From an optimization exercise on the open Yosys and OpenROAD flow, aimed at small area, a short achievable clock period and few clock cycles per item; shortcuts taken in it are not production practice.
In this exercise RTL edits were held to simulation tests only and were not proved equivalent to the original.

==> flow/design.v (excerpt) <==
module chacha_top (
    input  logic        clk,
    input  logic        rst_n,
    input  logic        req_valid,
    output logic        req_ready,
    input  logic [383:0] req,   
    output logic        ks_valid,
    output logic [31:0]       ks_word,
    input  logic        ks_ready
);
Size in the first run: about 9100 cells after synthesis, about 420 I/O pins, roughly 0.10 mm2 of cells after synthesis.
clock: 14.0 ns
lec_check: 0
cap_margin: 40
core_margin: 2
core_utilization: 60
cts_cluster_diameter: 85
cts_cluster_size: 24
place_density: 0.75
slew_margin: 40
standard.sh (not shown) runs the stock make flow with config.mk's settings and CLKGATE_MAP_FILE= SYNTH_SCRIPT=/design/flow/synth_recipe.tcl, a recipe that flattens the netlist after the stock synthesis.
==> flow/flow/run.sh <==
#!/bin/bash
set -euo pipefail
bash standard.sh SETUP_SLACK_MARGIN=8 \
    "BUFFER_PORTS_ARGS=-buffer_cell sky130_fd_sc_hd__buf_1" \
    finish > standard.log 2>&1
Testbench counts at the start, summed over its fixed seeds: cycles 2,700, blocks 128.
Then changed:
--- a/flow/config.mk
+++ b/flow/config.mk
@@ -6,5 +6,5 @@
 export NUM_CORES = 4
 export LEC_CHECK = 0
-export CAP_MARGIN = 40
+export CAP_MARGIN = 20
 export CORE_MARGIN = 2
 export CORE_UTILIZATION = 60
@@ -12,3 +12,3 @@
 export CTS_CLUSTER_SIZE = 24
 export PLACE_DENSITY = 0.75
-export SLEW_MARGIN = 40
+export SLEW_MARGIN = 20
What happened:
- The changed run finished with max-capacitance violations, max-slew violations left
- via count grows slightly
- clock-buffer cell count increases by 8
- worst setup slack gains 0.071 ns
Then changed:
==> flow/flow/run.sh (replaced) <==
#!/bin/bash
set -euo pipefail
bash standard.sh SETUP_SLACK_MARGIN=8.5 \
    "BUFFER_PORTS_ARGS=-buffer_cell sky130_fd_sc_hd__buf_1" \
    finish > standard.log 2>&1
--- a/flow/config.mk
+++ b/flow/config.mk
@@ -6,9 +6,9 @@
 export NUM_CORES = 4
 export LEC_CHECK = 0
-export CAP_MARGIN = 20
+export CAP_MARGIN = 40
 export CORE_MARGIN = 2
-export CORE_UTILIZATION = 60
+export CORE_UTILIZATION = 50
 export CTS_CLUSTER_DIAMETER = 85
 export CTS_CLUSTER_SIZE = 24
-export PLACE_DENSITY = 0.75
-export SLEW_MARGIN = 20
+export PLACE_DENSITY = 0.65
+export SLEW_MARGIN = 40
=> With this change the flow finished clean. Synthesized area is unchanged. Clock-buffer cell count is lower by 6. Hold slack is about the same.
Then changed:
==> flow/flow/run.sh (replaced) <==
#!/bin/bash
set -euo pipefail
bash standard.sh SETUP_SLACK_MARGIN=8 finish > standard.log 2>&1
==> flow/config.mk (replaced) <==
export PLATFORM = sky130hd
export DESIGN_NAME = chacha_top
export DESIGN_NICKNAME = chacha_top
export VERILOG_FILES = /design/flow/design.v
export SDC_FILE = /design/flow/constraint.sdc
export NUM_CORES = 4
export LEC_CHECK = 0
export CAP_MARGIN = 20
export CORE_MARGIN = 2
export CORE_UTILIZATION = 60
export PLACE_DENSITY = 0.75
export SLEW_MARGIN = 20
After rerunning:
- Now the flow finished but failed the layout checks on antenna violations, max-capacitance violations, max-slew violations
- area after synthesis stays the same
- flip-flop and latch count is unchanged
- first-iteration DRC count rises by a quarter to a third


oak:
The RTL this note starts from:
==> flow/design.v <==
package chacha_pkg;
    localparam int CHACHA_ROUNDS    = 20;
    localparam int CHACHA_REQ_DEPTH = 2;
    localparam int CHACHA_BLK_DEPTH = 2;   
    localparam logic [31:0] CHACHA_CONST0 = 32'h61707865;
    localparam logic [31:0] CHACHA_CONST1 = 32'h3320646e;
    localparam logic [31:0] CHACHA_CONST2 = 32'h79622d32;
    localparam logic [31:0] CHACHA_CONST3 = 32'h6b206574;
    typedef logic [31:0] word_t;
    typedef word_t [15:0] chacha_state_t;
    typedef struct packed {
        logic [255:0] key;
        logic [31:0]  counter;
        logic [95:0]  nonce;
    } chacha_req_t;
    typedef logic [511:0] block_t;
endpackage
`timescale 1ns/1ps
module add32 (
    input  logic [31:0] a,
    input  logic [31:0] b,
    output logic [31:0] s
);
  logic [31:0] g [0:5];
  logic [31:0] p [0:5];
  always_comb begin
    g[0] = a & b; p[0] = a ^ b;
    for (int l = 0; l < 5; l++) begin
      for (int i = 0; i < 32; i++) begin
        if (i[l]) begin
          g[l+1][i] = g[l][i] | (p[l][i] & g[l][((i >> l) << l) - 1]);
          p[l+1][i] = p[l][i] & p[l][((i >> l) << l) - 1];
        end else begin
          g[l+1][i] = g[l][i]; p[l+1][i] = p[l][i];
        end
      end
    end
    s[0] = p[0][0];
    for (int i = 1; i < 32; i++) s[i] = p[0][i] ^ g[5][i-1];
  end
endmodule
`timescale 1ns/1ps
import chacha_pkg::*;
module chacha_top (
    input  logic        clk,
    input  logic        rst_n,
    input  logic        req_valid,
    output logic        req_ready,
    input  logic [383:0] req,   
    output logic        ks_valid,
    output logic [31:0]       ks_word,
    input  logic        ks_ready
);
    localparam logic [4:0] LAST = 5'd19;    
    localparam logic [4:0] GAP = 5'd17;
    function automatic logic [31:0] rotl(input logic [31:0] x, input int n);
        rotl = (x << n) | (x >> (32 - n));
    endfunction
    function automatic logic [31:0] in_word(input logic [383:0] r, input int w);
        if (w < 12)       in_word = r[128 + 32*(w - 4) +: 32];
        else if (w == 12) in_word = r[96 +: 32];
        else              in_word = r[32*(w - 13) +: 32];
    endfunction
    logic [15:0][31:0] r1, r2, s1, s2, init1, ob_in;
    logic [383:0]      i1, i2, i1_d;
    logic              b1, b2, b1_d;            
    logic [4:0]        n1, n2, n1_d;            
    logic [1:0]        t1, t2, t1_d;            
    logic [1:0]        next_in, next_out, next_out_d;
    logic [4:0]        since, since_d;
    logic              fin2, can_xfer, free2, accept, ob_valid_d;
    logic [15:0][31:0] ob;        
    logic [383:0]      ib;        
    logic              ob_valid;
    logic [3:0]        ob_idx, ob_head;
    logic              take, load;
    for (genvar i = 0; i < 4; i++) begin : g_s1
        logic [31:0] a, b, c, d;
        add32 add_a (.a(r1[i]), .b(r1[4 + i]), .s(a));
        assign d = rotl(r1[12 + i] ^ a, 16);
        add32 add_c (.a(r1[8 + i]), .b(d), .s(c));
        assign b = rotl(r1[4 + i] ^ c, 12);
        assign s1[i] = a;
        assign s1[4 + i] = b;
        assign s1[8 + i] = c;
        assign s1[12 + i] = d;
    end
    for (genvar i = 0; i < 4; i++) begin : g_s2
        logic [31:0] a, b, c, d;
        add32 add_a (.a(r2[i]), .b(r2[4 + i]), .s(a));
        assign d = rotl(r2[12 + i] ^ a, 8);
        add32 add_c (.a(r2[8 + i]), .b(d), .s(c));
        assign b = rotl(r2[4 + i] ^ c, 7);
        assign s2[(4 - i) % 4] = a;
        assign s2[4 + (5 - i) % 4] = b;
        assign s2[8 + (6 - i) % 4] = c;
        assign s2[12 + (7 - i) % 4] = d;
    end
    assign i1_d = free2 ? req : i2;
    always_comb begin
        init1[0] = CHACHA_CONST0;
        init1[1] = CHACHA_CONST1;
        init1[2] = CHACHA_CONST2;
        init1[3] = CHACHA_CONST3;
        for (int w = 4; w < 16; w++) init1[w] = in_word(i1_d, w);
    end
    always_comb begin
        ob_in[0] = CHACHA_CONST0;
        ob_in[1] = CHACHA_CONST1;
        ob_in[2] = CHACHA_CONST2;
        ob_in[3] = CHACHA_CONST3;
        for (int w = 4; w < 16; w++) ob_in[w] = in_word(ib, w);
    end
    assign fin2     = b2 && (n2 == LAST);
    assign can_xfer = fin2 && !ob_valid && (t2 == next_out);
    assign free2    = !b2 || can_xfer;
    assign accept   = req_valid && req_ready;
    always_comb begin
        b1_d = (b2 && !can_xfer) || accept;
        n1_d = (b2 && !fin2) ? n2 + 1'b1 : 5'd0;
        t1_d = free2 ? next_in : t2;
        next_out_d = next_out + can_xfer;
        since_d = accept ? 5'd1 : (since == 5'd31) ? since : since + 1'b1;
    end
    always_ff @(posedge clk) begin
        r2 <= s1;
        i2 <= i1;
        n2 <= n1;
        t2 <= t1;
        r1 <= (b2 && !fin2) ? s2 : init1;
        i1 <= i1_d;
        n1 <= n1_d;
        t1 <= t1_d;
    end
    always_ff @(posedge clk or negedge rst_n) begin
        if (!rst_n) begin
            b1        <= 1'b0;
            b2        <= 1'b0;
            next_in   <= '0;
            next_out  <= '0;
            since     <= 5'd31;
            req_ready <= 1'b1;
        end else begin
            b1 <= b1_d;
            b2 <= b1;
            if (accept) next_in <= next_in + 1'b1;
            next_out <= next_out_d;
            since <= since_d;
            req_ready <= (!b1 || (n1 == LAST && !ob_valid_d && t1 == next_out_d))
                         && (since_d >= GAP);
        end
    end
    assign take = !ks_valid || ks_ready;
    assign load = take && ob_valid && (ob_head == ob_idx);
    assign ob_valid_d = can_xfer || (ob_valid && !(load && ob_idx == 4'd15));
    always_ff @(posedge clk) begin
        if (can_xfer) begin
            ob <= s2;
            ib <= i2;
        end else begin
            ob <= {ob[0], ob[15:1]};
        end
        if (load) ks_word <= ob[0] + ob_in[ob_idx];   
    end
    always_ff @(posedge clk or negedge rst_n) begin
        if (!rst_n) begin
            ob_valid <= 1'b0;
            ob_idx   <= '0;
            ob_head  <= '0;
            ks_valid <= 1'b0;
        end else begin
            ob_valid <= ob_valid_d;
            ob_head  <= can_xfer ? 4'd0 : ob_head + 1'b1;
            if (can_xfer) ob_idx <= '0;
            else if (load) ob_idx <= ob_idx + 1'b1;
            if (take) ks_valid <= load;
        end
    end
endmodule
==> flow/config.mk <==
export PLATFORM = sky130hd
export DESIGN_NAME = chacha_top
export DESIGN_NICKNAME = chacha_top
export VERILOG_FILES = /design/flow/design.v
export SDC_FILE = /design/flow/constraint.sdc
export NUM_CORES = 4
export LEC_CHECK = 0
export CAP_MARGIN = 40
export CORE_MARGIN = 2
export CORE_UTILIZATION = 55
export CTS_CLUSTER_DIAMETER = 85
export CTS_CLUSTER_SIZE = 24
export PLACE_DENSITY = 0.65
export SLEW_MARGIN = 40
==> flow/constraint.sdc <==
create_clock -name core_clock -period 14.0 [get_ports {clk}]
set_input_delay 2.8000 -clock core_clock [delete_from_list [all_inputs] [get_ports {clk}]]
set_output_delay 2.8000 -clock core_clock [all_outputs]
set_load 0.01 [all_outputs]
==> flow/flow/run.sh <==
#!/bin/bash
set -euo pipefail
bash standard.sh SETUP_SLACK_MARGIN=8 \
    "BUFFER_PORTS_ARGS=-buffer_cell sky130_fd_sc_hd__buf_1" \
    finish > standard.log 2>&1
Testbench counts of oak, summed over its fixed seeds: cycles 2,700, blocks 128.
### oak -> pine
- swapping 55 for 50 in CORE_UTILIZATION
==> comparison <==
oak → pine: count of antenna diodes in the layout now smaller; detailed-routed wire length on met3 decreased by 8.6% relative to the old numbers; count of buffers not belonging to the clock network in the layout fell by 24.
Reported for oak and pine, area of the mapped netlist turned out identical to the last digit.
pine against oak: final cycle utilization of the critical path has decreased; die area has increased; final setup slack of the worst path has increased.
Min utilization after layout across oak and pine: pine

[static timing again, ports no longer ideal]
In the flow no input, the clock included, has a driving cell. The finished layouts below were timed again as built, in two steps.
Step 1 sets driving cells, clkbuf_16 on the clock port and buf_2 on the other inputs (assumed; they add their load-dependent delay and slew).
Step 2 adds t to the input delays and takes it off the output delays; t is the mean of the earliest and latest rising clock arrival at the registers after step 1. Input paths then give back, and output paths get back, about the clock's delay inside the block.
Slacks: ideal ports / drivers / drivers and shift; pairs: ideal ports / drivers.
run	t, ns	setup WS [ns]	cell pins on the clock port's net
the first run of note 1	0.988	7.661 / 7.661 / 7.661	1
the second run of note 1	0.966	7.732 / 7.732 / 7.732	1
the third run of note 1	0.981	7.847 / 7.847 / 7.847	1
the fourth run of note 1	1.071	7.729 / 7.729 / 7.729	1
oak	0.996	7.499 / 7.499 / 7.499	1
pine	0.985	7.686 / 7.686 / 7.686	1
